This design comes from an exercise in tuning for small area, a short achievable clock period and few clock cycles per item on the open sky130 flow, not from production work.
No run shown here included a check of the RTL's function; only the layout flow was run.

===== design.v =====
`timescale 1ns / 1ps
`default_nettype none
package ocm_pkg;
    localparam int SAMPLE_W    = 16;
    localparam int CFG_W       = 8;
    localparam int CFG_IDX_W   = 2;
    localparam int O2_W        = 10;
    localparam int DEPTH_W     = 15;
    localparam int ACC_W       = 20;
    localparam int REF_W       = ACC_W - 1;
    localparam int PROD_W      = CFG_W + SAMPLE_W - 1;
    localparam logic OP_MEAS = 1'b0;
    localparam logic OP_CAL  = 1'b1;
    typedef enum logic [CFG_IDX_W-1:0] {
        REG_AIR_O2       = 2'd0,
        REG_LIMIT_NORMAL = 2'd1,
        REG_LIMIT_TECH   = 2'd2
    } cfg_reg_t;
    localparam logic [CFG_W-1:0] AIR_O2_RESET       = 8'd209;
    localparam logic [CFG_W-1:0] LIMIT_NORMAL_RESET = 8'd140;
    localparam logic [CFG_W-1:0] LIMIT_TECH_RESET   = 8'd160;
    localparam int O2_MIN       = 10;
    localparam int O2_MAX       = 1000;
    localparam int MOD_SCALE    = 1000;
    localparam int DEPTH_OFFSET = 100;
    localparam int DEPTH_MAX    = 32767;
endpackage
`default_nettype wire
`timescale 1ns / 1ps
`default_nettype none
module ocm_div #(
    parameter int WIDTH = 8,
    parameter int ARCH  = 0
) (
    input  logic [WIDTH-1:0] a,
    input  logic [WIDTH-1:0] b,
    output logic [WIDTH-1:0] diff,
    output logic             ge
);
    localparam int LG = (WIDTH > 1) ? $clog2(WIDTH) : 1;
    logic [WIDTH-1:0] pp, gg;
    logic [WIDTH-1:0] p, g;
    assign pp = a ^ ~b;
    assign gg = a & ~b;
    always_comb
    begin
        p = pp;
        g = gg;
        g[0] = gg[0] | pp[0];
        if (ARCH == 0)
        begin
            for (int i = 1; i <= LG; i = i + 1)
                for (int j = 2**i - 1; j < WIDTH; j = j + 2**i)
                begin
                    g[j] = g[j] | (p[j] & g[j - 2**(i-1)]);
                    p[j] = p[j] & p[j - 2**(i-1)];
                end
            for (int i = LG; i > 0; i = i - 1)
                for (int j = 2**i + 2**(i-1) - 1; j < WIDTH; j = j + 2**i)
                begin
                    g[j] = g[j] | (p[j] & g[j - 2**(i-1)]);
                    p[j] = p[j] & p[j - 2**(i-1)];
                end
        end
        else if (ARCH == 1)
        begin
            for (int j = WIDTH - 1; j >= 1; j = j - 1)
                if (j % 2 == 1)
                begin
                    g[j] = g[j] | (p[j] & g[j - 1]);
                    p[j] = p[j] & p[j - 1];
                end
            for (int i = 1; i < LG; i = i + 1)
                for (int j = WIDTH - 1; j >= 2**i; j = j - 1)
                    if (j % 2 == 1)
                    begin
                        g[j] = g[j] | (p[j] & g[j - 2**i]);
                        p[j] = p[j] & p[j - 2**i];
                    end
            for (int j = WIDTH - 1; j >= 2; j = j - 1)
                if (j % 2 == 0)
                begin
                    g[j] = g[j] | (p[j] & g[j - 1]);
                    p[j] = p[j] & p[j - 1];
                end
        end
        else
        begin
            for (int i = 0; i < LG; i = i + 1)
                for (int j = WIDTH - 1; j >= 2**i; j = j - 1)
                begin
                    g[j] = g[j] | (p[j] & g[j - 2**i]);
                    p[j] = p[j] & p[j - 2**i];
                end
        end
    end
    assign diff = pp ^ {g[WIDTH-2:0], 1'b1};
    assign ge   = g[WIDTH-1];
endmodule
`default_nettype wire
`timescale 1ns / 1ps
`default_nettype none
import ocm_pkg::*;
module oxygen_cell_calibrate_and_mod #(
    parameter int CAL_SAMPLES = 10
) (
    input  logic                                  clk,
    input  logic                                  rst_n,
    input  logic                                  in_valid,
    output logic                                  in_stall,
    input  logic                                  opcode,
    input  logic signed [ocm_pkg::SAMPLE_W-1:0]   sample,
    output logic                                  out_valid,
    input  logic                                  out_stall,
    output logic [ocm_pkg::O2_W-1:0]              o2_tenths,
    output logic [ocm_pkg::DEPTH_W-1:0]           depth_normal_tenths,
    output logic [ocm_pkg::DEPTH_W-1:0]           depth_tech_tenths,
    output logic                                  calibration_done,
    output logic                                  not_calibrated,
    input  logic                                  cfg_valid,
    output logic                                  cfg_ready,
    input  logic [ocm_pkg::CFG_IDX_W-1:0]         cfg_index,
    input  logic [ocm_pkg::CFG_W-1:0]             cfg_data
);
    logic [7:0]  air_reg;
    logic [14:0] ln_reg, lt_reg;
    logic [19:0] acc_reg;
    logic [3:0]  cnt_reg;
    logic [18:0] ref_reg;
    logic [20:0] ref3_reg;
    logic [7:0]  lnr_reg, ltr_reg;
    logic        ref_ok_reg;
    logic        en, accept, cal_stall;
    logic [19:0] cal_sum;
    logic        cal_pos;
    logic v_s1, cal_s1, last_s1;
    logic [15:0] smp_s1;
    logic v_s2;
    logic [0:0] cal_s2;
    logic [0:0] nc_s2;
    logic [0:0] x_s2;
    logic [18:0] pl_s2;
    logic [18:0] ph_s2;
    logic v_s3;
    logic [0:0] cal_s3;
    logic [0:0] nc_s3;
    logic [0:0] x_s3;
    logic [25:0] p5_s3;
    logic v_s4;
    logic [0:0] cal_s4;
    logic [0:0] nc_s4;
    logic [0:0] x_s4;
    logic [0:0] ovf_s4;
    logic [18:0] rem_s4;
    logic [6:0] nl_s4;
    logic [1:0] q_s4;
    logic v_s5;
    logic [0:0] cal_s5;
    logic [0:0] nc_s5;
    logic [0:0] x_s5;
    logic [0:0] ovf_s5;
    logic [18:0] rem_s5;
    logic [4:0] nl_s5;
    logic [3:0] q_s5;
    logic v_s6;
    logic [0:0] cal_s6;
    logic [0:0] nc_s6;
    logic [0:0] x_s6;
    logic [0:0] ovf_s6;
    logic [18:0] rem_s6;
    logic [2:0] nl_s6;
    logic [5:0] q_s6;
    logic v_s7;
    logic [0:0] cal_s7;
    logic [0:0] nc_s7;
    logic [0:0] x_s7;
    logic [0:0] ovf_s7;
    logic [18:0] rem_s7;
    logic [0:0] nl_s7;
    logic [7:0] q_s7;
    logic v_s8;
    logic [0:0] cal_s8;
    logic [0:0] nc_s8;
    logic [0:0] x_s8;
    logic [0:0] ovf_s8;
    logic [18:0] rem_s8;
    logic [9:0] q_s8;
    logic v_s9;
    logic [0:0] nc_s9;
    logic [9:0] o2_s9;
    logic [4:0] rn_s9;
    logic [4:0] rt_s9;
    logic [1:0] qn_s9;
    logic [1:0] qt_s9;
    logic v_s10;
    logic [0:0] nc_s10;
    logic [9:0] o2_s10;
    logic [6:0] rn_s10;
    logic [6:0] rt_s10;
    logic [3:0] qn_s10;
    logic [3:0] qt_s10;
    logic v_s11;
    logic [0:0] nc_s11;
    logic [9:0] o2_s11;
    logic [8:0] rn_s11;
    logic [8:0] rt_s11;
    logic [5:0] qn_s11;
    logic [5:0] qt_s11;
    logic v_s12;
    logic [0:0] nc_s12;
    logic [9:0] o2_s12;
    logic [9:0] rn_s12;
    logic [9:0] rt_s12;
    logic [7:0] qn_s12;
    logic [7:0] qt_s12;
    logic v_s13;
    logic [0:0] nc_s13;
    logic [9:0] o2_s13;
    logic [9:0] rn_s13;
    logic [9:0] rt_s13;
    logic [9:0] qn_s13;
    logic [9:0] qt_s13;
    logic v_s14;
    logic [0:0] nc_s14;
    logic [9:0] o2_s14;
    logic [9:0] rn_s14;
    logic [9:0] rt_s14;
    logic [11:0] qn_s14;
    logic [11:0] qt_s14;
    logic v_s15;
    logic [0:0] nc_s15;
    logic [9:0] o2_s15;
    logic [9:0] rn_s15;
    logic [9:0] rt_s15;
    logic [13:0] qn_s15;
    logic [13:0] qt_s15;
    logic v_s16;
    logic [9:0] o2_s16;
    logic [14:0] dn_s16;
    logic [14:0] dt_s16;
    logic [0:0] done_s16;
    logic [0:0] nc_s16;
    logic [19:0] sum_1;
    assign sum_1 = acc_reg + {{4{smp_s1[15]}}, smp_s1};
    logic [0:0] pos_2;
    assign pos_2 = !sum_1[19] && (sum_1 != 20'd0);
    logic [0:0] nc_3;
    assign nc_3 = (cal_s1 && last_s1) ? !pos_2 : !ref_ok_reg;
    logic [0:0] x_4;
    assign x_4 = cal_s1 ? last_s1 : (smp_s1[15] || (smp_s1 == 16'd0));
    assign cal_sum = sum_1;
    assign cal_pos = pos_2;
    logic [14:0] s15_5;
    assign s15_5 = smp_s1[14:0];
    logic [18:0] pl_6;
    assign pl_6 = 19'(s15_5) * 19'(air_reg[3:0]);
    logic [18:0] ph_7;
    assign ph_7 = 19'(s15_5) * 19'(air_reg[7:4]);
    logic [25:0] p5_8;
    assign p5_8 = 26'(pl_s2) + 26'({pl_s2, 2'd0}) + 26'({ph_s2, 4'd0}) + 26'({ph_s2, 6'd0});
    logic [0:0] ovf_9;
    assign ovf_9 = ({2'b00, p5_s3[25:9]} >= ref_reg);
    logic [16:0] rem_10;
    assign rem_10 = p5_s3[25:9];
    logic [8:0] nl_11;
    assign nl_11 = p5_s3[8:0];
    logic [18:0] tr_12;
    assign tr_12 = {rem_10, nl_11[8], nl_11[7]};
    logic [20:0] df_13;
    logic [0:0] ge_14;
    ocm_div #(.WIDTH(21), .ARCH(0)) u_df_13 (.a(21'(tr_12)), .b(21'(ref_reg)), .diff(df_13), .ge(ge_14));
    logic [20:0] df_15;
    logic [0:0] ge_16;
    ocm_div #(.WIDTH(21), .ARCH(0)) u_df_15 (.a(21'(tr_12)), .b(21'({ref_reg, 1'b0})), .diff(df_15), .ge(ge_16));
    logic [20:0] df_17;
    logic [0:0] ge_18;
    ocm_div #(.WIDTH(21), .ARCH(0)) u_df_17 (.a(21'(tr_12)), .b(21'(ref3_reg)), .diff(df_17), .ge(ge_18));
    logic [18:0] rem_19;
    assign rem_19 = ge_18 ? df_17[18:0] : ge_16 ? df_15[18:0] : ge_14 ? df_13[18:0] : tr_12[18:0];
    logic [1:0] q_20;
    assign q_20 = {ge_16, (ge_18 || (ge_14 && !ge_16))};
    logic [6:0] nl_21;
    assign nl_21 = nl_11[6:0];
    logic [20:0] tr_22;
    assign tr_22 = {rem_s4, nl_s4[6], nl_s4[5]};
    logic [20:0] df_23;
    logic [0:0] ge_24;
    ocm_div #(.WIDTH(21), .ARCH(0)) u_df_23 (.a(21'(tr_22)), .b(21'(ref_reg)), .diff(df_23), .ge(ge_24));
    logic [20:0] df_25;
    logic [0:0] ge_26;
    ocm_div #(.WIDTH(21), .ARCH(0)) u_df_25 (.a(21'(tr_22)), .b(21'({ref_reg, 1'b0})), .diff(df_25), .ge(ge_26));
    logic [20:0] df_27;
    logic [0:0] ge_28;
    ocm_div #(.WIDTH(21), .ARCH(0)) u_df_27 (.a(21'(tr_22)), .b(21'(ref3_reg)), .diff(df_27), .ge(ge_28));
    logic [18:0] rem_29;
    assign rem_29 = ge_28 ? df_27[18:0] : ge_26 ? df_25[18:0] : ge_24 ? df_23[18:0] : tr_22[18:0];
    logic [3:0] q_30;
    assign q_30 = {q_s4, ge_26, (ge_28 || (ge_24 && !ge_26))};
    logic [4:0] nl_31;
    assign nl_31 = nl_s4[4:0];
    logic [20:0] tr_32;
    assign tr_32 = {rem_s5, nl_s5[4], nl_s5[3]};
    logic [20:0] df_33;
    logic [0:0] ge_34;
    ocm_div #(.WIDTH(21), .ARCH(0)) u_df_33 (.a(21'(tr_32)), .b(21'(ref_reg)), .diff(df_33), .ge(ge_34));
    logic [20:0] df_35;
    logic [0:0] ge_36;
    ocm_div #(.WIDTH(21), .ARCH(0)) u_df_35 (.a(21'(tr_32)), .b(21'({ref_reg, 1'b0})), .diff(df_35), .ge(ge_36));
    logic [20:0] df_37;
    logic [0:0] ge_38;
    ocm_div #(.WIDTH(21), .ARCH(0)) u_df_37 (.a(21'(tr_32)), .b(21'(ref3_reg)), .diff(df_37), .ge(ge_38));
    logic [18:0] rem_39;
    assign rem_39 = ge_38 ? df_37[18:0] : ge_36 ? df_35[18:0] : ge_34 ? df_33[18:0] : tr_32[18:0];
    logic [5:0] q_40;
    assign q_40 = {q_s5, ge_36, (ge_38 || (ge_34 && !ge_36))};
    logic [2:0] nl_41;
    assign nl_41 = nl_s5[2:0];
    logic [20:0] tr_42;
    assign tr_42 = {rem_s6, nl_s6[2], nl_s6[1]};
    logic [20:0] df_43;
    logic [0:0] ge_44;
    ocm_div #(.WIDTH(21), .ARCH(0)) u_df_43 (.a(21'(tr_42)), .b(21'(ref_reg)), .diff(df_43), .ge(ge_44));
    logic [20:0] df_45;
    logic [0:0] ge_46;
    ocm_div #(.WIDTH(21), .ARCH(0)) u_df_45 (.a(21'(tr_42)), .b(21'({ref_reg, 1'b0})), .diff(df_45), .ge(ge_46));
    logic [20:0] df_47;
    logic [0:0] ge_48;
    ocm_div #(.WIDTH(21), .ARCH(0)) u_df_47 (.a(21'(tr_42)), .b(21'(ref3_reg)), .diff(df_47), .ge(ge_48));
    logic [18:0] rem_49;
    assign rem_49 = ge_48 ? df_47[18:0] : ge_46 ? df_45[18:0] : ge_44 ? df_43[18:0] : tr_42[18:0];
    logic [7:0] q_50;
    assign q_50 = {q_s6, ge_46, (ge_48 || (ge_44 && !ge_46))};
    logic [0:0] nl_51;
    assign nl_51 = nl_s6[0:0];
    logic [20:0] tr_52;
    assign tr_52 = {rem_s7, nl_s7[0], 1'b0};
    logic [20:0] df_53;
    logic [0:0] ge_54;
    ocm_div #(.WIDTH(21), .ARCH(0)) u_df_53 (.a(21'(tr_52)), .b(21'(ref_reg)), .diff(df_53), .ge(ge_54));
    logic [20:0] df_55;
    logic [0:0] ge_56;
    ocm_div #(.WIDTH(21), .ARCH(0)) u_df_55 (.a(21'(tr_52)), .b(21'({ref_reg, 1'b0})), .diff(df_55), .ge(ge_56));
    logic [20:0] df_57;
    logic [0:0] ge_58;
    ocm_div #(.WIDTH(21), .ARCH(0)) u_df_57 (.a(21'(tr_52)), .b(21'(ref3_reg)), .diff(df_57), .ge(ge_58));
    logic [18:0] rem_59;
    assign rem_59 = ge_58 ? df_57[18:0] : ge_56 ? df_55[18:0] : ge_54 ? df_53[18:0] : tr_52[18:0];
    logic [9:0] q_60;
    assign q_60 = {q_s7, ge_56, (ge_58 || (ge_54 && !ge_56))};
    logic [9:0] o2_61;
    assign o2_61 = cal_s8 ? 10'(x_s8) : nc_s8 ? 10'd1000 : x_s8 ? 10'd10 : ovf_s8 ? 10'd1000 : (q_s8 > 10'd1000) ? 10'd1000 : (q_s8 < 10'd10) ? 10'd10 : q_s8;
    logic [2:0] rn_62;
    assign rn_62 = ln_reg[14:12];
    logic [2:0] rt_63;
    assign rt_63 = lt_reg[14:12];
    logic [3:0] trn_64;
    assign trn_64 = {rn_62, ln_reg[11]};
    logic [9:0] df_65;
    logic [0:0] ge_66;
    ocm_div #(.WIDTH(10), .ARCH(0)) u_df_65 (.a(10'(trn_64)), .b(10'(o2_61)), .diff(df_65), .ge(ge_66));
    logic [3:0] remn_67;
    assign remn_67 = ge_66 ? df_65[3:0] : trn_64[3:0];
    logic [0:0] qn_68;
    assign qn_68 = ge_66;
    logic [3:0] trt_69;
    assign trt_69 = {rt_63, lt_reg[11]};
    logic [9:0] df_70;
    logic [0:0] ge_71;
    ocm_div #(.WIDTH(10), .ARCH(0)) u_df_70 (.a(10'(trt_69)), .b(10'(o2_61)), .diff(df_70), .ge(ge_71));
    logic [3:0] remt_72;
    assign remt_72 = ge_71 ? df_70[3:0] : trt_69[3:0];
    logic [0:0] qt_73;
    assign qt_73 = ge_71;
    logic [4:0] trn_74;
    assign trn_74 = {remn_67, ln_reg[10]};
    logic [9:0] df_75;
    logic [0:0] ge_76;
    ocm_div #(.WIDTH(10), .ARCH(0)) u_df_75 (.a(10'(trn_74)), .b(10'(o2_61)), .diff(df_75), .ge(ge_76));
    logic [4:0] remn_77;
    assign remn_77 = ge_76 ? df_75[4:0] : trn_74[4:0];
    logic [1:0] qn_78;
    assign qn_78 = {qn_68, ge_76};
    logic [4:0] trt_79;
    assign trt_79 = {remt_72, lt_reg[10]};
    logic [9:0] df_80;
    logic [0:0] ge_81;
    ocm_div #(.WIDTH(10), .ARCH(0)) u_df_80 (.a(10'(trt_79)), .b(10'(o2_61)), .diff(df_80), .ge(ge_81));
    logic [4:0] remt_82;
    assign remt_82 = ge_81 ? df_80[4:0] : trt_79[4:0];
    logic [1:0] qt_83;
    assign qt_83 = {qt_73, ge_81};
    logic [5:0] trn_84;
    assign trn_84 = {rn_s9, ln_reg[9]};
    logic [9:0] df_85;
    logic [0:0] ge_86;
    ocm_div #(.WIDTH(10), .ARCH(0)) u_df_85 (.a(10'(trn_84)), .b(10'(o2_s9)), .diff(df_85), .ge(ge_86));
    logic [5:0] remn_87;
    assign remn_87 = ge_86 ? df_85[5:0] : trn_84[5:0];
    logic [2:0] qn_88;
    assign qn_88 = {qn_s9, ge_86};
    logic [5:0] trt_89;
    assign trt_89 = {rt_s9, lt_reg[9]};
    logic [9:0] df_90;
    logic [0:0] ge_91;
    ocm_div #(.WIDTH(10), .ARCH(0)) u_df_90 (.a(10'(trt_89)), .b(10'(o2_s9)), .diff(df_90), .ge(ge_91));
    logic [5:0] remt_92;
    assign remt_92 = ge_91 ? df_90[5:0] : trt_89[5:0];
    logic [2:0] qt_93;
    assign qt_93 = {qt_s9, ge_91};
    logic [6:0] trn_94;
    assign trn_94 = {remn_87, ln_reg[8]};
    logic [9:0] df_95;
    logic [0:0] ge_96;
    ocm_div #(.WIDTH(10), .ARCH(0)) u_df_95 (.a(10'(trn_94)), .b(10'(o2_s9)), .diff(df_95), .ge(ge_96));
    logic [6:0] remn_97;
    assign remn_97 = ge_96 ? df_95[6:0] : trn_94[6:0];
    logic [3:0] qn_98;
    assign qn_98 = {qn_88, ge_96};
    logic [6:0] trt_99;
    assign trt_99 = {remt_92, lt_reg[8]};
    logic [9:0] df_100;
    logic [0:0] ge_101;
    ocm_div #(.WIDTH(10), .ARCH(0)) u_df_100 (.a(10'(trt_99)), .b(10'(o2_s9)), .diff(df_100), .ge(ge_101));
    logic [6:0] remt_102;
    assign remt_102 = ge_101 ? df_100[6:0] : trt_99[6:0];
    logic [3:0] qt_103;
    assign qt_103 = {qt_93, ge_101};
    logic [7:0] trn_104;
    assign trn_104 = {rn_s10, ln_reg[7]};
    logic [9:0] df_105;
    logic [0:0] ge_106;
    ocm_div #(.WIDTH(10), .ARCH(0)) u_df_105 (.a(10'(trn_104)), .b(10'(o2_s10)), .diff(df_105), .ge(ge_106));
    logic [7:0] remn_107;
    assign remn_107 = ge_106 ? df_105[7:0] : trn_104[7:0];
    logic [4:0] qn_108;
    assign qn_108 = {qn_s10, ge_106};
    logic [7:0] trt_109;
    assign trt_109 = {rt_s10, lt_reg[7]};
    logic [9:0] df_110;
    logic [0:0] ge_111;
    ocm_div #(.WIDTH(10), .ARCH(0)) u_df_110 (.a(10'(trt_109)), .b(10'(o2_s10)), .diff(df_110), .ge(ge_111));
    logic [7:0] remt_112;
    assign remt_112 = ge_111 ? df_110[7:0] : trt_109[7:0];
    logic [4:0] qt_113;
    assign qt_113 = {qt_s10, ge_111};
    logic [8:0] trn_114;
    assign trn_114 = {remn_107, ln_reg[6]};
    logic [9:0] df_115;
    logic [0:0] ge_116;
    ocm_div #(.WIDTH(10), .ARCH(0)) u_df_115 (.a(10'(trn_114)), .b(10'(o2_s10)), .diff(df_115), .ge(ge_116));
    logic [8:0] remn_117;
    assign remn_117 = ge_116 ? df_115[8:0] : trn_114[8:0];
    logic [5:0] qn_118;
    assign qn_118 = {qn_108, ge_116};
    logic [8:0] trt_119;
    assign trt_119 = {remt_112, lt_reg[6]};
    logic [9:0] df_120;
    logic [0:0] ge_121;
    ocm_div #(.WIDTH(10), .ARCH(0)) u_df_120 (.a(10'(trt_119)), .b(10'(o2_s10)), .diff(df_120), .ge(ge_121));
    logic [8:0] remt_122;
    assign remt_122 = ge_121 ? df_120[8:0] : trt_119[8:0];
    logic [5:0] qt_123;
    assign qt_123 = {qt_113, ge_121};
    logic [9:0] trn_124;
    assign trn_124 = {rn_s11, ln_reg[5]};
    logic [9:0] df_125;
    logic [0:0] ge_126;
    ocm_div #(.WIDTH(10), .ARCH(0)) u_df_125 (.a(10'(trn_124)), .b(10'(o2_s11)), .diff(df_125), .ge(ge_126));
    logic [9:0] remn_127;
    assign remn_127 = ge_126 ? df_125[9:0] : trn_124[9:0];
    logic [6:0] qn_128;
    assign qn_128 = {qn_s11, ge_126};
    logic [9:0] trt_129;
    assign trt_129 = {rt_s11, lt_reg[5]};
    logic [9:0] df_130;
    logic [0:0] ge_131;
    ocm_div #(.WIDTH(10), .ARCH(0)) u_df_130 (.a(10'(trt_129)), .b(10'(o2_s11)), .diff(df_130), .ge(ge_131));
    logic [9:0] remt_132;
    assign remt_132 = ge_131 ? df_130[9:0] : trt_129[9:0];
    logic [6:0] qt_133;
    assign qt_133 = {qt_s11, ge_131};
    logic [10:0] trn_134;
    assign trn_134 = {remn_127, ln_reg[4]};
    logic [10:0] df_135;
    logic [0:0] ge_136;
    ocm_div #(.WIDTH(11), .ARCH(0)) u_df_135 (.a(11'(trn_134)), .b(11'(o2_s11)), .diff(df_135), .ge(ge_136));
    logic [9:0] remn_137;
    assign remn_137 = ge_136 ? df_135[9:0] : trn_134[9:0];
    logic [7:0] qn_138;
    assign qn_138 = {qn_128, ge_136};
    logic [10:0] trt_139;
    assign trt_139 = {remt_132, lt_reg[4]};
    logic [10:0] df_140;
    logic [0:0] ge_141;
    ocm_div #(.WIDTH(11), .ARCH(0)) u_df_140 (.a(11'(trt_139)), .b(11'(o2_s11)), .diff(df_140), .ge(ge_141));
    logic [9:0] remt_142;
    assign remt_142 = ge_141 ? df_140[9:0] : trt_139[9:0];
    logic [7:0] qt_143;
    assign qt_143 = {qt_133, ge_141};
    logic [10:0] trn_144;
    assign trn_144 = {rn_s12, ln_reg[3]};
    logic [10:0] df_145;
    logic [0:0] ge_146;
    ocm_div #(.WIDTH(11), .ARCH(0)) u_df_145 (.a(11'(trn_144)), .b(11'(o2_s12)), .diff(df_145), .ge(ge_146));
    logic [9:0] remn_147;
    assign remn_147 = ge_146 ? df_145[9:0] : trn_144[9:0];
    logic [8:0] qn_148;
    assign qn_148 = {qn_s12, ge_146};
    logic [10:0] trt_149;
    assign trt_149 = {rt_s12, lt_reg[3]};
    logic [10:0] df_150;
    logic [0:0] ge_151;
    ocm_div #(.WIDTH(11), .ARCH(0)) u_df_150 (.a(11'(trt_149)), .b(11'(o2_s12)), .diff(df_150), .ge(ge_151));
    logic [9:0] remt_152;
    assign remt_152 = ge_151 ? df_150[9:0] : trt_149[9:0];
    logic [8:0] qt_153;
    assign qt_153 = {qt_s12, ge_151};
    logic [10:0] trn_154;
    assign trn_154 = {remn_147, ln_reg[2]};
    logic [10:0] df_155;
    logic [0:0] ge_156;
    ocm_div #(.WIDTH(11), .ARCH(0)) u_df_155 (.a(11'(trn_154)), .b(11'(o2_s12)), .diff(df_155), .ge(ge_156));
    logic [9:0] remn_157;
    assign remn_157 = ge_156 ? df_155[9:0] : trn_154[9:0];
    logic [9:0] qn_158;
    assign qn_158 = {qn_148, ge_156};
    logic [10:0] trt_159;
    assign trt_159 = {remt_152, lt_reg[2]};
    logic [10:0] df_160;
    logic [0:0] ge_161;
    ocm_div #(.WIDTH(11), .ARCH(0)) u_df_160 (.a(11'(trt_159)), .b(11'(o2_s12)), .diff(df_160), .ge(ge_161));
    logic [9:0] remt_162;
    assign remt_162 = ge_161 ? df_160[9:0] : trt_159[9:0];
    logic [9:0] qt_163;
    assign qt_163 = {qt_153, ge_161};
    logic [10:0] trn_164;
    assign trn_164 = {rn_s13, ln_reg[1]};
    logic [10:0] df_165;
    logic [0:0] ge_166;
    ocm_div #(.WIDTH(11), .ARCH(0)) u_df_165 (.a(11'(trn_164)), .b(11'(o2_s13)), .diff(df_165), .ge(ge_166));
    logic [9:0] remn_167;
    assign remn_167 = ge_166 ? df_165[9:0] : trn_164[9:0];
    logic [10:0] qn_168;
    assign qn_168 = {qn_s13, ge_166};
    logic [10:0] trt_169;
    assign trt_169 = {rt_s13, lt_reg[1]};
    logic [10:0] df_170;
    logic [0:0] ge_171;
    ocm_div #(.WIDTH(11), .ARCH(0)) u_df_170 (.a(11'(trt_169)), .b(11'(o2_s13)), .diff(df_170), .ge(ge_171));
    logic [9:0] remt_172;
    assign remt_172 = ge_171 ? df_170[9:0] : trt_169[9:0];
    logic [10:0] qt_173;
    assign qt_173 = {qt_s13, ge_171};
    logic [10:0] trn_174;
    assign trn_174 = {remn_167, ln_reg[0]};
    logic [10:0] df_175;
    logic [0:0] ge_176;
    ocm_div #(.WIDTH(11), .ARCH(0)) u_df_175 (.a(11'(trn_174)), .b(11'(o2_s13)), .diff(df_175), .ge(ge_176));
    logic [9:0] remn_177;
    assign remn_177 = ge_176 ? df_175[9:0] : trn_174[9:0];
    logic [11:0] qn_178;
    assign qn_178 = {qn_168, ge_176};
    logic [10:0] trt_179;
    assign trt_179 = {remt_172, lt_reg[0]};
    logic [10:0] df_180;
    logic [0:0] ge_181;
    ocm_div #(.WIDTH(11), .ARCH(0)) u_df_180 (.a(11'(trt_179)), .b(11'(o2_s13)), .diff(df_180), .ge(ge_181));
    logic [9:0] remt_182;
    assign remt_182 = ge_181 ? df_180[9:0] : trt_179[9:0];
    logic [11:0] qt_183;
    assign qt_183 = {qt_173, ge_181};
    logic [10:0] trn_184;
    assign trn_184 = {rn_s14, 1'b0};
    logic [10:0] df_185;
    logic [0:0] ge_186;
    ocm_div #(.WIDTH(11), .ARCH(0)) u_df_185 (.a(11'(trn_184)), .b(11'(o2_s14)), .diff(df_185), .ge(ge_186));
    logic [9:0] remn_187;
    assign remn_187 = ge_186 ? df_185[9:0] : trn_184[9:0];
    logic [12:0] qn_188;
    assign qn_188 = {qn_s14, ge_186};
    logic [10:0] trt_189;
    assign trt_189 = {rt_s14, 1'b0};
    logic [10:0] df_190;
    logic [0:0] ge_191;
    ocm_div #(.WIDTH(11), .ARCH(0)) u_df_190 (.a(11'(trt_189)), .b(11'(o2_s14)), .diff(df_190), .ge(ge_191));
    logic [9:0] remt_192;
    assign remt_192 = ge_191 ? df_190[9:0] : trt_189[9:0];
    logic [12:0] qt_193;
    assign qt_193 = {qt_s14, ge_191};
    logic [10:0] trn_194;
    assign trn_194 = {remn_187, 1'b0};
    logic [10:0] df_195;
    logic [0:0] ge_196;
    ocm_div #(.WIDTH(11), .ARCH(0)) u_df_195 (.a(11'(trn_194)), .b(11'(o2_s14)), .diff(df_195), .ge(ge_196));
    logic [9:0] remn_197;
    assign remn_197 = ge_196 ? df_195[9:0] : trn_194[9:0];
    logic [13:0] qn_198;
    assign qn_198 = {qn_188, ge_196};
    logic [10:0] trt_199;
    assign trt_199 = {remt_192, 1'b0};
    logic [10:0] df_200;
    logic [0:0] ge_201;
    ocm_div #(.WIDTH(11), .ARCH(0)) u_df_200 (.a(11'(trt_199)), .b(11'(o2_s14)), .diff(df_200), .ge(ge_201));
    logic [9:0] remt_202;
    assign remt_202 = ge_201 ? df_200[9:0] : trt_199[9:0];
    logic [13:0] qt_203;
    assign qt_203 = {qt_193, ge_201};
    logic [10:0] trn_204;
    assign trn_204 = {rn_s15, 1'b0};
    logic [10:0] df_205;
    logic [0:0] ge_206;
    ocm_div #(.WIDTH(11), .ARCH(0)) u_df_205 (.a(11'(trn_204)), .b(11'(o2_s15)), .diff(df_205), .ge(ge_206));
    logic [9:0] remn_207;
    assign remn_207 = ge_206 ? df_205[9:0] : trn_204[9:0];
    logic [14:0] qn_208;
    assign qn_208 = {qn_s15, ge_206};
    logic [10:0] trt_209;
    assign trt_209 = {rt_s15, 1'b0};
    logic [10:0] df_210;
    logic [0:0] ge_211;
    ocm_div #(.WIDTH(11), .ARCH(0)) u_df_210 (.a(11'(trt_209)), .b(11'(o2_s15)), .diff(df_210), .ge(ge_211));
    logic [9:0] remt_212;
    assign remt_212 = ge_211 ? df_210[9:0] : trt_209[9:0];
    logic [14:0] qt_213;
    assign qt_213 = {qt_s15, ge_211};
    logic [0:0] cal_214;
    assign cal_214 = (o2_s15[9:1] == 9'd0);
    logic [9:0] o2o_215;
    assign o2o_215 = {o2_s15[9:1], o2_s15[0] && !cal_214};
    logic [14:0] depn_216;
    assign depn_216 = (cal_214 || (qn_208 < 15'd100)) ? 15'd0 : (qn_208 - 15'd100);
    logic [14:0] dept_217;
    assign dept_217 = (cal_214 || (qt_213 < 15'd100)) ? 15'd0 : (qt_213 - 15'd100);
    logic [0:0] done_218;
    assign done_218 = cal_214 && o2_s15[0];
    assign en        = !(v_s16 && out_stall);
    assign cal_stall = (cnt_reg == 4'd9) && ((v_s1 && !cal_s1) || (v_s2 && !cal_s2) || (v_s3 && !cal_s3) || (v_s4 && !cal_s4) || (v_s5 && !cal_s5) || (v_s6 && !cal_s6) || (v_s7 && !cal_s7));
    assign in_stall  = !en || cal_stall;
    assign accept    = in_valid && !in_stall;
    always_ff @(posedge clk or negedge rst_n)
    begin
        if (!rst_n)
        begin
            air_reg    <= 8'd209;
            ln_reg     <= 15'd17500;
            lt_reg     <= 15'd20000;
            acc_reg    <= '0;
            cnt_reg    <= '0;
            ref_reg    <= '0;
            ref_ok_reg <= 1'b0;
            v_s1       <= 1'b0;
            v_s2 <= 1'b0;
            v_s3 <= 1'b0;
            v_s4 <= 1'b0;
            v_s5 <= 1'b0;
            v_s6 <= 1'b0;
            v_s7 <= 1'b0;
            v_s8 <= 1'b0;
            v_s9 <= 1'b0;
            v_s10 <= 1'b0;
            v_s11 <= 1'b0;
            v_s12 <= 1'b0;
            v_s13 <= 1'b0;
            v_s14 <= 1'b0;
            v_s15 <= 1'b0;
            v_s16 <= 1'b0;
        end
        else
        begin
            if (cfg_valid)
            begin
                case (cfg_index)
                    2'd0: air_reg  <= cfg_data;
                    2'd1: ln_reg   <= {cfg_data, 7'd0} - 15'(cfg_data) - {6'd0, cfg_data, 1'b0};
                    2'd2: lt_reg   <= {cfg_data, 7'd0} - 15'(cfg_data) - {6'd0, cfg_data, 1'b0};
                    default: ;
                endcase
            end
            if (accept && opcode)
                cnt_reg <= (cnt_reg == 4'd9) ? 4'd0 : cnt_reg + 4'd1;
            if (en)
            begin
                v_s1 <= accept;
                v_s2 <= v_s1;
                v_s3 <= v_s2;
                v_s4 <= v_s3;
                v_s5 <= v_s4;
                v_s6 <= v_s5;
                v_s7 <= v_s6;
                v_s8 <= v_s7;
                v_s9 <= v_s8;
                v_s10 <= v_s9;
                v_s11 <= v_s10;
                v_s12 <= v_s11;
                v_s13 <= v_s12;
                v_s14 <= v_s13;
                v_s15 <= v_s14;
                v_s16 <= v_s15;
                if (v_s1 && cal_s1)
                begin
                    if (last_s1)
                    begin
                        ref_reg    <= cal_sum[18:0];
                        ref_ok_reg <= cal_pos;
                        acc_reg    <= '0;
                    end
                    else
                        acc_reg <= cal_sum;
                end
            end
        end
    end
    always_ff @(posedge clk)
    begin
        ref3_reg <= 21'(ref_reg) + {1'b0, ref_reg, 1'b0};
        if (en)
        begin
            cal_s1  <= opcode;
            last_s1 <= (cnt_reg == 4'd9);
            smp_s1  <= sample;
            cal_s2 <= cal_s1;
            nc_s2 <= nc_3;
            x_s2 <= x_4;
            pl_s2 <= pl_6;
            ph_s2 <= ph_7;
            cal_s3 <= cal_s2;
            nc_s3 <= nc_s2;
            x_s3 <= x_s2;
            p5_s3 <= p5_8;
            cal_s4 <= cal_s3;
            nc_s4 <= nc_s3;
            x_s4 <= x_s3;
            ovf_s4 <= ovf_9;
            rem_s4 <= rem_19;
            nl_s4 <= nl_21;
            q_s4 <= q_20;
            cal_s5 <= cal_s4;
            nc_s5 <= nc_s4;
            x_s5 <= x_s4;
            ovf_s5 <= ovf_s4;
            rem_s5 <= rem_29;
            nl_s5 <= nl_31;
            q_s5 <= q_30;
            cal_s6 <= cal_s5;
            nc_s6 <= nc_s5;
            x_s6 <= x_s5;
            ovf_s6 <= ovf_s5;
            rem_s6 <= rem_39;
            nl_s6 <= nl_41;
            q_s6 <= q_40;
            cal_s7 <= cal_s6;
            nc_s7 <= nc_s6;
            x_s7 <= x_s6;
            ovf_s7 <= ovf_s6;
            rem_s7 <= rem_49;
            nl_s7 <= nl_51;
            q_s7 <= q_50;
            cal_s8 <= cal_s7;
            nc_s8 <= nc_s7;
            x_s8 <= x_s7;
            ovf_s8 <= ovf_s7;
            rem_s8 <= rem_59;
            q_s8 <= q_60;
            nc_s9 <= nc_s8;
            o2_s9 <= o2_61;
            rn_s9 <= remn_77;
            rt_s9 <= remt_82;
            qn_s9 <= qn_78;
            qt_s9 <= qt_83;
            nc_s10 <= nc_s9;
            o2_s10 <= o2_s9;
            rn_s10 <= remn_97;
            rt_s10 <= remt_102;
            qn_s10 <= qn_98;
            qt_s10 <= qt_103;
            nc_s11 <= nc_s10;
            o2_s11 <= o2_s10;
            rn_s11 <= remn_117;
            rt_s11 <= remt_122;
            qn_s11 <= qn_118;
            qt_s11 <= qt_123;
            nc_s12 <= nc_s11;
            o2_s12 <= o2_s11;
            rn_s12 <= remn_137;
            rt_s12 <= remt_142;
            qn_s12 <= qn_138;
            qt_s12 <= qt_143;
            nc_s13 <= nc_s12;
            o2_s13 <= o2_s12;
            rn_s13 <= remn_157;
            rt_s13 <= remt_162;
            qn_s13 <= qn_158;
            qt_s13 <= qt_163;
            nc_s14 <= nc_s13;
            o2_s14 <= o2_s13;
            rn_s14 <= remn_177;
            rt_s14 <= remt_182;
            qn_s14 <= qn_178;
            qt_s14 <= qt_183;
            nc_s15 <= nc_s14;
            o2_s15 <= o2_s14;
            rn_s15 <= remn_197;
            rt_s15 <= remt_202;
            qn_s15 <= qn_198;
            qt_s15 <= qt_203;
            o2_s16 <= o2o_215;
            dn_s16 <= depn_216;
            dt_s16 <= dept_217;
            done_s16 <= done_218;
            nc_s16 <= nc_s15;
        end
    end
    assign cfg_ready           = 1'b1;
    assign out_valid           = v_s16;
    assign o2_tenths           = o2_s16;
    assign depth_normal_tenths = dn_s16;
    assign depth_tech_tenths   = dt_s16;
    assign calibration_done    = done_s16;
    assign not_calibrated      = nc_s16;
endmodule
`default_nettype wire

===== run.sh =====
#!/bin/bash
# synth_recipe.tcl (not shown) runs the flow's synth.tcl, then flattens the netlist and writes it again
# the make line also repeats each setting of config.mk as NAME=value (left out here)
make -C /OpenROAD-flow-scripts/flow DESIGN_CONFIG=/design/flow/config.mk WORK_HOME=/design/flow/orfs CLKGATE_MAP_FILE= SYNTH_SCRIPT=/design/flow/synth_recipe.tcl finish

===== config.mk =====
export PLATFORM = sky130hd
export DESIGN_NAME = oxygen_cell_calibrate_and_mod
export DESIGN_NICKNAME = oxygen_cell_calibrate_and_mod
export VERILOG_FILES = /design/flow/design.v
export SDC_FILE = /design/flow/constraint.sdc
export NUM_CORES = 4
export LEC_CHECK = 0
export CAP_MARGIN = 20
export CORE_MARGIN = 2
export CORE_UTILIZATION = 60
export SETUP_SLACK_MARGIN = 1.5
export SLEW_MARGIN = 20

===== constraint.sdc =====
create_clock -name core_clock -period 6.0 [get_ports {clk}]
set_input_delay 1.2000 -clock core_clock [delete_from_list [all_inputs] [get_ports {clk}]]
set_output_delay 1.2000 -clock core_clock [all_outputs]
set_load 0.01 [all_outputs]

==> results.txt, run 1 <==
* Status: complete, no violations
* Worst Tran Pin Value at 1.115 ns
* Reg area at 20420 um2
* Worst-path clk slew at 0.06 ns
* Warnings from Yosys at 4
* Yosys cell types at 74
* Clk sinks at 702
* Critical Path Sink: rt_s14[8]
* Commonest non-fill, non-tap cell in the layout: ha_1
* Crit. End Element: register
* Vias in the first global route at 37462
* Post-Route WL at 131800 um
* Most frequent cells in the layout: 631 x ha_1, 583 x edfxtp_1, 355 x inv_1
* Number of flops mapped to enable cells by yosys at between 500 and 600
* Clock skew at 0.02755 ns
* Hold_buf cts at 0
* Async set or reset register ratio after synthesis at 13.96%
* Grt total ovfl at 0
* Part of the cycle the worst path needs at 79.70%
* Post-DP HPWL at slightly below 100000 um
* R2R setup slack at roughly 1.2 ns
* Final Non-Filler Cells at about 6300
* Die width at 302.6 um
* CP Launch Point: lt_reg[1]
* First-pass GRT wire length at 205200 um
* Hold Path Class: reg -> reg
* Worst reg2reg path depth at 21
* # H-tree levels at 3
* Initial antenna violation count at 3
* Overall routing resource usage at 28.80%
* Mapped Area at around 54000 um2
* CP required at 6.42 ns
* Clock Tree Buf Depth at 3
* Hold_sp: q_s7[6]
* DR DRC count at 0
* Maximum number of pins on one net before global-route repair at 180
* Hold Fails Final Rpt at 0
* Syn Area/Cell at about 11 um2
* CTS tree: done
* # Max-Cap Violations at 0
* Post-placement cell count at 5926
* FP Rows at 109
* Worst-Skew Late Latency at roughly 0.67 ns
* RSZ-0062 raised after global routing: yes
* Max Clock Freq at 0.2091 GHz
* Crit-path max FO at 6
* Clock root buffer master: clkbuf_16
* Die area at 91580 um2
* Crit start category: register
* Iter 0 DRT Violations at 2353
* Yosys reg bits at about 700
* Die Y at a little over 300 um
* Port bufs at 75
* Via/cell ratio at 5.899
* Initial core utilization at roughly three fifths
* CTS Buf Count at between 80 and 90
* Final setup vio count at 0
* Final net count at 6074
* Post-synthesis net count at 5739
* Max reg flops at 26
* Worst R2R Start: lt_reg[1]
* Top_reg_cell synth: edfxtp_1
* Cells after Synth at roughly 4700
* Fin crit period at 4.782 ns
* Total number of vias at 37226
* Slew Limit Headroom at 25.64%
* Setup TNS at 0 ns
* Drt pass-1 iters at 5
* Area of the multi-input gates at 32570 um2
* Layout cells sized above 1 at 17.12%
* Io pins at 77
* Fill cell count at 6497
* Crit Path Class: reg -> reg
* Worst R2R End: rt_s14[8]
* Seq/Total Area, Yosys at 38.13%
* Fin. max-slew vios at 0
* Core Area at 88370 um2
* WL/cell at 20.88 um
* Final GP Congestion at 0.8816
* Antenna viol nets, final at 0
* WP data arrival at 5.20 ns
* Synth-to-layout area growth at 15.58%
what timing repair did:
action                                 CTS  global route
endpoints found under the hold margin    0             0
cloned                                   8             0
pin swaps                              121           128
setup buffers                          140            85
setup endpoints to repair              170           175
resized for setup                      133           156
per-stage QoR:
stage / utilization [%] / hold slack, ns / setup slack (ns) / cell area, um2
global placement: 63.57 / 0.4003 / 0.9228 / 56180
global route: 69.97 / 0.4242 / 1.078 / 61840
CTS: 68.48 / 0.4096 / 1.171 / 60520
finish: 69.97 / 0.4054 / 1.218 / 61840
detailed placement: 63.57 / 0.4045 / 0.8435 / 56180
floorplan: - / 0.4003 / 1.277 / 54090
worst min-delay path by stage:
stage,slack [ns],to,cells past startpoint
3_3_place_gp,0.40,nc_s10,0
6_report,0.41,q_s8[8],0
3_5_place_dp,0.40,nc_s3,0
5_1_grt,0.42,q_s8[8],0
4_1_cts,0.41,q_s7[3],0
2_1_floorplan,0.40,nc_s10,0
metal layers:
layer,up-vias,part of all wire (%),global-route usage (%)
li1,17913,-,-
met5,-,0.0076,0
met3,262,4.2,4.003
met1,18237,42,36.71
met2,812,50,49.65
met4,2,4.1,11.59
cell type report:
cell class / instances / area share (%)
Inverter: 394 / 2.471
Clock inverter: 52 / 1.046
Clock buffer: 99 / 3.436
Multi-Input combinational cell: 3537 / 52.67
Antenna cell: 1 / 0.004047
Tap cell: 1165 / 2.357
Sequential cell: 702 / 33.02
Timing Repair Buffer: 361 / 4.996
cells in the mapped netlist, types with 16 or more instances:
cell      count  area share [%]
ha_1        661              15
edfxtp_1    583              33
inv_1       390             2.7
nand2_1     332             2.3
fa_1        304              11
nor2_1      241             1.7
a21oi_1     219             2.0
o21ai_0     196             1.8
mux2_2      187             3.9
xnor2_1     178             2.9
a21o_1      137             1.9
xor2_1      120             2.0
a211oi_1    107             1.5
clkbuf_1    107            0.75
dfrtp_1      83             3.9
nor3_1       76            0.71
mux2i_1      62             1.2
nand2b_1     58            0.68
o211ai_1     58            0.81
and2_1       56            0.65
o21a_1       54            0.76
nand3_1      44            0.41
o22ai_1      39            0.46
nor2b_1      38            0.44
o21bai_1     38            0.53
or3_1        33            0.39
and3_1       29            0.34
a31o_2       22            0.36
dfxtp_1      21            0.79
a22o_1       20            0.33
a211o_1      19            0.31
nor4_1       16            0.19
cell families after synthesis:
family                   after synthesis  synth area share [%]
adder cells (fa/ha/maj)              965                 26.83
AO/OA/AOI/OAI                       1037                 12.89
buffers and inverters                511                 3.597
flip-flops                           702                 38.13
AND/OR/NAND/NOR                      979                 8.578
other                                  1              0.007009
XOR/XNOR                             298                 4.878
multiplexers                         249                 5.096
worst max-delay path: stages (launching register included):
cell and delay (ns):
dfrtp_1 0.38, inv_1 0.06, ha_2 0.16, inv_2 0.04, fa_2 0.33, a21o_1 0.18
a21o_1 0.17, a21oi_2 0.17, o21ai_2 0.09, a31o_2 0.21, a211o_4 0.36, mux2_4 0.33
ha_4 0.21, a21o_1 0.17, a21o_1 0.17, a21o_1 0.16, a21o_1 0.19, a21o_1 0.20
buf_4 0.14, a211oi_4 0.32, nand2_4 0.16, mux2_4 0.34
==> run 2, diff against run 1 <==
--- a/config.mk
+++ b/config.mk
@@ -7,6 +7,6 @@
 export LEC_CHECK = 0
 export CAP_MARGIN = 20
 export CORE_MARGIN = 2
-export CORE_UTILIZATION = 60
+export CORE_UTILIZATION = 50
 export SETUP_SLACK_MARGIN = 1.5
 export SLEW_MARGIN = 20
==> results.txt, run 2 <==
* Status: complete, no violations
* Post-synthesis net count at 5739 (unchanged)
* Cells after Synth at 4742 (unchanged)
* Commonest non-fill, non-tap cell in the layout: ha_1
* Hold_buf cts at 0 (unchanged)
* # H-tree levels at 3 (unchanged)
* Commonest cells in the netlist: 661 x ha_1, 583 x edfxtp_1, 390 x inv_1, 332 x nand2_1, 304 x fa_1
* Antenna diodes at 0 (-1)
* Max reg flops at 26 (unchanged)
* Max Clock Freq at 0.2074 GHz (-0.80%)
* Slew Limit Headroom at 23.55% (-2.1 points)
* Part of the cycle the worst path needs at 80.34% (+0.64 points)
* Fill cell count at 8862 (+36%)
* Hold depth at 0 (unchanged)
* Async set or reset register ratio after synthesis at 13.96% (unchanged)
* Grt met2 use at 40.92% (-8.7 points)
* Overall routing resource usage at 24.00% (-4.8 points)
* WP data arrival at 5.23 ns (+0.03 ns)
* Fraction of the mapped netlist area in adder cells at 26.83% (unchanged)
* Met3 GRT Util at 2.467% (-1.5 points)
* WHS Endpoint: x_s7
* Post-placement cell count at 6159 (+3.9%)
* Crit start category: register
* Drt pass-1 iters at 6 (+1)
* Number of flops mapped to enable cells by yosys at 583 (unchanged)
* Yosys top cell area share at 32.72% (unchanged)
* Clock Tree Buf Depth at 3 (unchanged)
* Top cell family by delay on the critical path: compound AO/OA/AOI/OAI gates
* Worst reg2reg path depth at 21 (unchanged)
* Mapped Area at 53500 um2 (unchanged)
* CP required at 6.41 ns (about the same)
* Final Non-Filler Cells at 6564 (+4.0%)
* First-pass GRT wire length at 205800 um (+0.29%)
* FP Rows at 119 (+9.2%)
* Hold Fails Final Rpt at 0 (unchanged)
* Hold_sp: x_s6
* Final GP Congestion at 0.8924 (+1.2%)
* WP buf/inv at 2 (-1)
* Final net count at 6102 (+0.46%)
* Antenna viol nets, final at 0 (unchanged)
* Crit. End Element: register
* Synth area leader: edfxtp_1
* Worst-Skew Late Latency at 0.67 ns (about the same)
* Clock root buffer master: clkbuf_16
* Worst R2R Start: lt_reg[3]
* Grt met1 use at 32.46% (-4.3 points)
* Iter 0 DRT Violations at 2146 (-8.8%)
* Largest family of logic cells by synthesized area: adder cells
* Crit-path max FO at 5 (-1)
* Fin. max-slew vios at 0 (unchanged)
* Initial antenna violation count at 1 (-2)
* DR DRC count at 0 (unchanged)
* Grt peak-use layer: met2
* RSZ-0062 raised after global routing: yes
* Setup TNS at 0 ns (unchanged)
* Warnings from Yosys at 4 (unchanged)
* Compound-Gate Fraction of Synth Area at 12.89% (unchanged)
* Critical Path Most Common Cell: a21o_1
* Worst Tran Pin Value at 1.147 ns (+0.03123 ns)
* CP cell instances: inv_1 -> ha_4 -> inv_2 -> fa_2 -> a21o_1 -> a21o_1 -> a21oi_2 -> o21ai_2 -> a31o_2 -> a211o_4 -> mux2_4 -> ha_4 -> a21o_1 -> a21o_1 -> a21o_1 -> a21o_1 -> a21o_1 -> a21o_1 -> fa_2 -> xor2_1 -> mux2_4
* Most frequent cell after synthesis: ha_1
* # Max-Cap Violations at 0 (unchanged)
* Clk sinks at 702 (unchanged)
* Top_reg_cell synth: edfxtp_1
* Synth-to-layout area growth at 16.26%
* Post-Route WL at 131600 um (-0.13%)
* Core Area at 105700 um2 (+20%)
* CP Depth at 21 (unchanged)
* Clock skew at 0.03681 ns (+0.009265 ns)
* Via/cell ratio at 5.628 (-4.6%)
* Initial core utilization at 50.61% (-9.9 points)
* Grt total ovfl at 0 (unchanged)
* Fin crit period at 4.820 ns (+0.03861 ns)
* Maximum number of pins on one net before global-route repair at 186 (+3.3%)
* Hold Path Class: reg -> reg
* Most frequent cells in the layout: 637 x ha_1, 583 x edfxtp_1, 356 x inv_1
* Crit Path Class: reg -> reg
* Slowest CP cell: dfrtp_1
* Die Y at 331.1 um (+9.4%)
* Worst-path clk slew at 0.06 ns (about the same)
* Port bufs at 75 (unchanged)
* Die area at 109600 um2 (+20%)
* R2R setup slack at 1.18 ns (-0.04 ns)
* CP peak stage delay at 0.38 ns (about the same)
* Io pins at 77 (unchanged)
* Yosys reg bits at 702 (unchanged)
* Seq/Total Area, Yosys at 38.13% (unchanged)
* Worst R2R End: rt_s13[9]
* Layout cells sized above 1 at 17.30% (+0.18 points)
* Syn Area/Cell at 11.28 um2 (unchanged)
* CTS tree: done
* Post-DP HPWL at 98480 um (+0.72%)
* WL/cell at 20.05 um (-4.0%)
* Die width at 331.1 um (+9.4%)
* Post-synthesis simple-gate area fraction at 8.578% (unchanged)
* CTS Buf Count at 85 (+4.9%)
* Total number of vias at 36945 (-0.75%)
* Final setup vio count at 0 (unchanged)
* Vias in the first global route at 36451 (-2.7%)
* Area contributors post-synth: edfxtp_1 33%, ha_1 15%, fa_1 11%, mux2_2 3.9%, dfrtp_1 3.9%
* Yosys cell types at 74 (unchanged)
* Xor/xnor cell area share of the yosys netlist at 4.878% (unchanged)
* Post-synthesis mux area share at 5.096% (unchanged)
==> run 2: cell types whose count changed in the layout (fill, tap and decap cells not counted), sizes merged <==
cell	change
buf	+23
bufinv	-4
clkbuf	+10
clkdlybuf4s15	+1
clkinv	+1
clkinvlp	+1
diode	-1
inv	-3
o211ai	-1
==> run 2: cell type report <==
| type | count | area, um2 | area share [%] |
|---|---|---|---|
| timing repair buffer | 385 | 3251 | 5.226 |
| clock buffer | 109 | 2396 | 3.852 |
| clock inverter | 46 | 440.4 | 0.7081 |
| multi-input combinational | 3536 | 32410 | 52.11 |
| tap | 1391 | 1740 | 2.798 |
| inverter | 394 | 1529 | 2.458 |
| timing repair inverter | 1 | 7.507 | 0.01207 |
| sequential | 702 | 20420 | 32.83 |
==> run 2: worst max-delay path by stage <==
stage / startpoint / endpoint
2_1_floorplan: ln_reg[1] / rn_s14[9]
3_3_place_gp: o2_s11[0] / rn_s12[2]
3_5_place_dp: o2_s11[0] / rn_s12[2]
4_1_cts: lt_reg[3] / rt_s13[9]
5_1_grt: o2_s12[0] / rt_s13[9]
6_report: lt_reg[3] / rt_s13[9]
==> run 2: metal layers <==
metal | share of wire (%) | vias to the layer above
li1 | - | 17980
met1 | 45 | 18101
met2 | 49 | 694
met3 | 3.6 | 170
met4 | 2.5 | 0
met5 | 0 | -
==> run 2: cell families (layout without fill, tap and decap cells) <==
| family | count (synthesis) | in the layout |
|---|---|---|
| AOI/OAI and AO/OA | 1037 | 1037 |
| and+or+nand+nor | 979 | 986 |
| adders and majority gates | 965 | 965 |
| DFF | 702 | 702 |
| buffers and inverters | 511 | 935 |
| xor gates and xnor gates | 298 | 298 |
| muxes | 249 | 249 |
| other | 1 | 1 |
==> run 2: timing repair <==
item,4_1_cts,5_1_grt
gates resized for setup,134,121
pin swaps,125,122
hold endpoints to repair,0,0
setup endpoints to repair,160,209
buffers inserted,157,83
cloned,8,2
==> run 2: stage by stage <==
stage          util, %  setup WS [ns]  hold slack, ns  area [um2]
4_1_cts          57.75          1.160          0.4084       61050
3_5_place_dp     53.46         0.8327          0.4045       56520
5_1_grt          58.84          1.037          0.4166       62200
2_1_floorplan        -          1.277          0.4003       54090
3_3_place_gp     53.45         0.8497          0.4005       56500
6_report         58.84          1.180          0.4087       62200
==> run 3, diff against run 2 <==
--- a/config.mk
+++ b/config.mk
@@ -7,6 +7,7 @@
 export LEC_CHECK = 0
 export CAP_MARGIN = 20
 export CORE_MARGIN = 2
-export CORE_UTILIZATION = 50
+export CORE_UTILIZATION = 60
 export SETUP_SLACK_MARGIN = 1.5
 export SLEW_MARGIN = 20
+export TNS_END_PERCENT = 20
==> results.txt, run 3 <==
* Vias in the first global route at 36281 (-0.47%)
* Mapped Area at 53500 um2 (unchanged)
* Initial core utilization at 60.54% (+9.9 points)
* FP Rows at 109 (-8.4%)
* CP cell instances: ha_2 -> inv_2 -> fa_2 -> a21o_1 -> a21o_1 -> a21oi_2 -> o21ai_2 -> a31o_2 -> a211o_4 -> mux2_4 -> ha_4 -> a21o_1 -> a21o_1 -> a21o_1 -> a21o_1 -> a21o_1 -> a21o_1 -> fa_2 -> xor2_1 -> mux2_4
* Die area at 91580 um2 (-16%)
* Yosys top cell area share at 32.72% (unchanged)
* RSZ-0062 raised after global routing: yes
* Slowest CP cell: edfxtp_1
* Io pins at 77 (unchanged)
* Area contributors post-synth: edfxtp_1 33%, ha_1 15%, fa_1 11%, mux2_2 3.9%, dfrtp_1 3.9%
* Crit Path Class: reg -> reg
* Worst Tran Pin Value at 0.9245 ns (-0.2222 ns)
* WL/cell at 20.49 um (+2.2%)
* Hold Fails Final Rpt at 0 (unchanged)
* Total number of vias at 36574 (-1.0%)
* Commonest cells in the netlist: 661 x ha_1, 583 x edfxtp_1, 390 x inv_1, 332 x nand2_1, 304 x fa_1
* Fin. max-slew vios at 0 (unchanged)
* Clock skew at 0.03909 ns (+0.002276 ns)
* CP peak stage delay at 0.42 ns (+0.04 ns)
* Layout cells sized above 1 at 14.83% (-2.5 points)
* Grt total ovfl at 0 (unchanged)
* Post-synthesis net count at 5739 (unchanged)
* Max reg flops at 26 (unchanged)
* Top cell family by delay on the critical path: compound AO/OA/AOI/OAI gates
* Hold Path Class: reg -> reg
* # H-tree levels at 3 (unchanged)
* Cells after Synth at 4742 (unchanged)
* Crit. End Element: register
* Final GP Congestion at 0.8634 (-3.2%)
* Drt pass-1 iters at 6 (unchanged)
* Final setup vio count at 0 (unchanged)
* Antenna viol nets, final at 0 (unchanged)
* Clock root buffer master: clkbuf_16
* Core Area at 88370 um2 (-16%)
* Post-DP HPWL at 96220 um (-2.3%)
* Iter 0 DRT Violations at 2255 (+5.1%)
* Port bufs at 75 (unchanged)
* Most frequent cells in the layout: 633 x ha_1, 583 x edfxtp_1, 364 x inv_1
* Synth-to-layout area growth at 13.27%
* Number of flops mapped to enable cells by yosys at 583 (unchanged)
* Overall routing resource usage at 27.99% (+4.0 points)
* Slew Limit Headroom at 38.37% (+15 points)
* Post-Route WL at 127700 um (-3.0%)
* Seq/Total Area, Yosys at 38.13% (unchanged)
* Clk sinks at 702 (unchanged)
* Clock Tree Buf Depth at 3 (unchanged)
* Initial antenna violation count at 1 (unchanged)
* Die width at 302.6 um (-8.6%)
* Top_reg_cell synth: edfxtp_1
* Worst-Skew Late Latency at 0.68 ns (about the same)
* Fin crit period at 4.881 ns (+0.06074 ns)
* Max Clock Freq at 0.2049 GHz (-1.2%)
* Synth area leader: edfxtp_1
* CP required at 6.42 ns (about the same)
* CTS Buf Count at 80 (-5.9%)
* Yosys reg bits at 702 (unchanged)
* Hold_buf cts at 0 (unchanged)
* Via/cell ratio at 5.871 (+4.3%)
* Part of the cycle the worst path needs at 81.35% (+1.0 points)
* Warnings from Yosys at 4 (unchanged)
* Final net count at 5993 (-1.8%)
* Die Y at 302.6 um (-8.6%)
* # Max-Cap Violations at 0 (unchanged)
* Maximum number of pins on one net before global-route repair at 144 (-23%)
* Status: complete, no violations
* Most frequent cell after synthesis: ha_1
* WP buf/inv at 1 (-1)
* Worst-path clk slew at 0.06 ns (about the same)
* WP data arrival at 5.30 ns (+0.07 ns)
* CTS tree: done
* Yosys cell types at 74 (unchanged)
* Crit-path max FO at 6 (+1)
* Syn Area/Cell at 11.28 um2 (unchanged)
* Setup TNS at 0 ns (unchanged)
* Crit start category: register
* Commonest non-fill, non-tap cell in the layout: ha_1
* Async set or reset register ratio after synthesis at 13.96% (unchanged)
* First-pass GRT wire length at 200300 um (-2.7%)
* Critical Path Most Common Cell: a21o_1
* DR DRC count at 0 (unchanged)
run 3: cell count changes in the layout (fill, tap and decap cells not counted), sizes merged:
cell           previous run  this run
clkbuf                  109       106
inv                     384       394
clkinvlp                 17         8
clkinv                   35        33
nand2                   337       334
buf                     310       212
bufinv                    5         2
clkdlybuf4s15             1         0
diode                     0         2
and3                     31        30
run 3: logic make-up (layout without fill, tap and decap cells):
family	Yosys count	count (layout)	synth area share [%]
AOI/OAI and AO/OA	1037	1037	12.89
and+or+nand+nor	979	982	8.578
adders and majority gates	965	965	26.83
other	1	3	0.007009
xor gates and xnor gates	298	298	4.878
DFF	702	702	38.13
buffers and inverters	511	829	3.597
muxes	249	249	5.096
run 3: layout make-up:
type,instances,area [um2]
diodes,2,5.005
clock inverters,43,432.9
inverters,394,1494
flip-flops and latches,702,20400
repair buffers,286,2432
well taps,1165,1458
clock buffers,106,2190
multi-input cells,3532,32190
fillers,6649,27770
run 3: worst paths after layout:
path,end,cells past startpoint,slack [ns],startpoint
setup / recovery,rn_s13[9],20,1.12,o2_s12[0]
hold / removal,x_s7,0,0.39,x_s6
setup reg to reg,rn_s13[9],20,1.12,o2_s12[0]
hold reg to reg,x_s7,0,0.39,x_s6
max in group asynchronous,air_reg[6],2,4.22,rst_n
min in group asynchronous,ref_reg[0],1,0.65,rst_n
run 3: layer usage:
layer / track usage (%) / routed length (um) / vias to the layer above
li1: - / - / 17740
met1: 37.13 / 55140 / 17872
met2: 47.61 / 63070 / 745
met3: 3.516 / 4870 / 217
met4: 9.735 / 4596 / 0
met5: 0 / 0 / -
run 3: through the flow:
stage	instance area, um2	hold WS, ns	setup WS [ns]	std cells	utilization (%)
after floorplan	53860	0.4003	1.256	4742	-
final	60600	0.3926	1.119	6230	68.57
after detailed placement	56040	0.4045	0.7585	5931	63.42
after global placement	56040	0.4002	0.7994	5931	63.42
after global routing	60600	0.3934	0.9474	6228	68.57
after CTS	59520	0.3899	1.106	6156	67.35
run 3: repair_timing:
action	4_1_cts	5_1_grt
cloned	3	2
gates resized for setup	70	138
endpoints found under the setup margin	149	202
setup buffers	73	70
pin swaps	65	119
==> run 4, diff against run 3 <==
--- a/config.mk
+++ b/config.mk
@@ -10,4 +10,4 @@
 export CORE_UTILIZATION = 60
 export SETUP_SLACK_MARGIN = 1.5
 export SLEW_MARGIN = 20
-export TNS_END_PERCENT = 20
+export TNS_END_PERCENT = 50
==> results.txt, run 4 <==
* Worst R2R Start: o2_s11[0]
* Tightest hold margin at 0.3904 ns (-0.002169 ns)
* # Max-Cap Violations at 0 (unchanged)
* Worst R2R End: rt_s12[9]
* Seq/Total Area, Yosys at 38.13% (unchanged)
* Post-synthesis net count at 5739 (unchanged)
* Part of the cycle the worst path needs at 80.34% (-1.0 points)
* WL/cell at 20.52 um (+0.14%)
* Final GP Congestion at 0.8634 (unchanged)
* Worst-Skew Late Latency at 0.68 ns (about the same)
* Yosys cell types at 74 (unchanged)
* Cells after Synth at 4742 (unchanged)
* Worst-path clk slew at 0.06 ns (about the same)
* Fill cell count at 6587 (-0.93%)
* Mapped Area at 53500 um2 (unchanged)
* Via/cell ratio at 5.874 (about the same)
* Hold_buf cts at 0 (unchanged)
* Initial core utilization at 60.54% (unchanged)
* Most frequent cell after synthesis: ha_1
* Grt total ovfl at 0 (unchanged)
* CP required at 6.42 ns (about the same)
* Clock Tree Buf Depth at 3 (unchanged)
* Grt met2 use at 48.45% (+0.84 points)
* DR DRC count at 0 (unchanged)
* Fin crit period at 4.820 ns (-0.06097 ns)
* Drt pass-1 iters at 5 (-1)
* CTS tree: done
* Status: complete, no violations
* Setup TNS at 0 ns (unchanged)
* RSZ-0062 raised after global routing: yes
* Synth-to-layout area growth at 14.53%
* Crit-path max FO at 3 (-3)
* Hold Fails Final Rpt at 0 (unchanged)
* Initial antenna violation count at 1 (unchanged)
* Slew Limit Headroom at 38.32% (-0.048 points)
* CP peak stage delay at 0.39 ns (-0.03 ns)
* Worst reg2reg path depth at 22 (+10%)
* Top_reg_cell synth: edfxtp_1
* Critical Path Most Common Cell: a21o_1
* Met3 GRT Util at 3.595% (+0.079 points)
* Fin. max-slew vios at 0 (unchanged)
* Clk sinks at 702 (unchanged)
* Die Y at 302.6 um (unchanged)
* Max reg flops at 26 (unchanged)
* Slowest CP cell: edfxtp_1
* Antenna viol nets, final at 0 (unchanged)
* Post-placement cell area at 56040 um2 (unchanged)
* Yosys top cell area share at 32.72% (unchanged)
* Final setup vio count at 0 (unchanged)
* Max Clock Freq at 0.2075 GHz (+1.3%)
* Hold depth at 0 (unchanged)
* CP cell instances: buf_4 -> buf_6 -> ha_4 -> inv_2 -> fa_2 -> a21o_1 -> a21o_1 -> a21oi_2 -> o21ai_2 -> a31o_2 -> a21o_4 -> mux2_4 -> ha_4 -> a21o_1 -> a21o_1 -> a21o_1 -> a21o_1 -> a21o_1 -> a21o_1 -> fa_2 -> xor2_1 -> mux2_2
* Post-DP HPWL at 96220 um (unchanged)
* Async set or reset register ratio after synthesis at 13.96% (unchanged)
* Grt peak-use layer: met2
* Number of flops mapped to enable cells by yosys at 583 (unchanged)
* R2R setup slack at 1.18 ns (+0.06 ns)
* Port bufs at 75 (unchanged)
* Vias in the first global route at 36687 (+1.1%)
* Post-placement cell count at 5931 (unchanged)
* Commonest non-fill, non-tap cell in the layout: ha_1
* Clock skew at 0.03918 ns (+0.00009300 ns)
* Warnings from Yosys at 4 (unchanged)
* Crit Path Class: reg -> reg
* Synth area leader: edfxtp_1
* FP Rows at 109 (unchanged)
* WP data arrival at 5.24 ns (-0.06 ns)
* Finished layout cell area at 61280 um2 (+1.1%)
* WHS Endpoint: x_s7
* Post-Route WL at 129100 um (+1.1%)
* First-pass GRT wire length at 202700 um (+1.2%)
* CTS Buf Count at 80 (unchanged)
* Io pins at 77 (unchanged)
* Total number of vias at 36945 (+1.0%)
* Most frequent cells in the layout: 633 x ha_1, 583 x edfxtp_1, 365 x inv_1
* Finished Core Util at 69.34% (+0.77 points)
* Commonest cells in the netlist: 661 x ha_1, 583 x edfxtp_1, 390 x inv_1, 332 x nand2_1, 304 x fa_1
* Iter 0 DRT Violations at 2423 (+7.5%)
* Core Area at 88370 um2 (unchanged)
* Maximum number of pins on one net before global-route repair at 144 (unchanged)
* Syn Area/Cell at 11.28 um2 (unchanged)
* Top cell family by delay on the critical path: compound AO/OA/AOI/OAI gates
* Hold_sp: x_s6
* Yosys reg bits at 702 (unchanged)
* Layout cells sized above 1 at 16.18% (+1.3 points)
* Overall routing resource usage at 28.35% (+0.36 points)
* WP buf/inv at 3 (+2)
* Crit. End Element: register
* Area contributors post-synth: edfxtp_1 33%, ha_1 15%, fa_1 11%, mux2_2 3.9%, dfrtp_1 3.9%
* Worst Tran Pin Value at 0.9252 ns (+0.0007268 ns)
* Final Non-Filler Cells at 6290 (+0.96%)
* Hold Path Class: reg -> reg
* Final net count at 6053 (+1.0%)
* # H-tree levels at 3 (unchanged)
* Crit start category: register
run 4: changes by cell type in the layout (fill, tap and decap cells not counted), moves of 3 or more:
cell	delta
o21ai_0	-3
mux2_2	-3
buf_6	+18
nand2_4	+3
a21oi_1	-6
buf_4	+39
a21oi_2	+6
mux2_4	+3
a211oi_4	+4
a211oi_1	-4
run 4: metrics by stage:
step,setup slack [ns]
final,1.180
after global routing,1.028
after global placement,0.7994
after detailed placement,0.7585
after floorplan,1.256
after CTS,1.107
run 4: worst max-delay path by stage:
stage	startpoint	end	slack (ns)
floorplan	lt_reg[3]	rt_s13[9]	1.26
global placement	o2_s14[0]	rt_s15[2]	0.80
detailed placement	o2_s14[0]	rt_s15[3]	0.76
CTS	lt_reg[3]	rt_s13[9]	1.11
global route	ln_reg[1]	rn_s14[9]	1.03
finish	o2_s11[0]	rt_s12[9]	1.18
run 4: logic make-up (layout without fill, tap and decap cells):
family          count (synthesis)  count (layout)  synth area share, %
flops                         702             702                38.13
fa+ha+maj                     965             965                26.83
compound gates               1037            1037                12.89
simple gates                  979             985                8.578
mux                           249             249                5.096
xor+xnor                      298             298                4.878
other cells                     1               3             0.007009
buf+inv                       511             886                3.597
run 4: repair_timing:
item                       4_1_cts  5_1_grt
pin swaps                      136      105
setup endpoints to repair      149      201
gates cloned                     7        0
buffers inserted               135       66
resized for setup              145      118
run 4: area by class of cell:
type / instances / share of cell area (%)
flip-flops and latches: 702 / 33.29
clock buffers: 106 / 3.573
inverters: 394 / 2.450
clock inverters: 43 / 0.7065
diodes: 2 / 0.008167
multi-input cells: 3535 / 52.81
repair buffers: 343 / 4.778
well taps: 1165 / 2.379
run 4: metal layers:
metal / share of wire (%) / vias to the layer above
met5: 0 / -
met3: 4.2 / 230
met2: 49 / 833
met4: 3.7 / 0
met1: 43 / 18004
li1: - / 17878

## re-timing with driven ports
The flow's constraints put no driver on any port. The routed layouts listed below were extracted and timed again, unchanged, in two steps.
Step 1 (the two cells are an assumption about what drives the block):
set clk [get_ports {clk}]
set_driving_cell -lib_cell sky130_fd_sc_hd__clkbuf_16 $clk
set_driving_cell -lib_cell sky130_fd_sc_hd__buf_2 [delete_from_list [all_inputs] $clk]
Step 2 adds t to the input delays and takes it off the output delays; t is the mean of the earliest and latest rising clock arrival at the registers after step 1. Input paths then give back, and output paths get back, about the clock's delay inside the block.
Three values: no drivers, after step 1, after step 2; two values: the first two.
run | shift t [ns] | slack for setup (ns) | hold WS [ns]
run 1 | 0.730 | 1.218 / 1.218 / 1.218 | 0.405 / 0.405 / 0.405
run 2 | 0.717 | 1.180 / 1.180 / 1.180 | 0.409 / 0.409 / 0.409
run 3 | 0.725 | 1.119 / 1.119 / 1.119 | 0.393 / 0.393 / 0.393
run 4 | 0.724 | 1.180 / 1.180 / 1.180 | 0.390 / 0.390 / 0.390
After both steps every run listed still meets setup and hold.
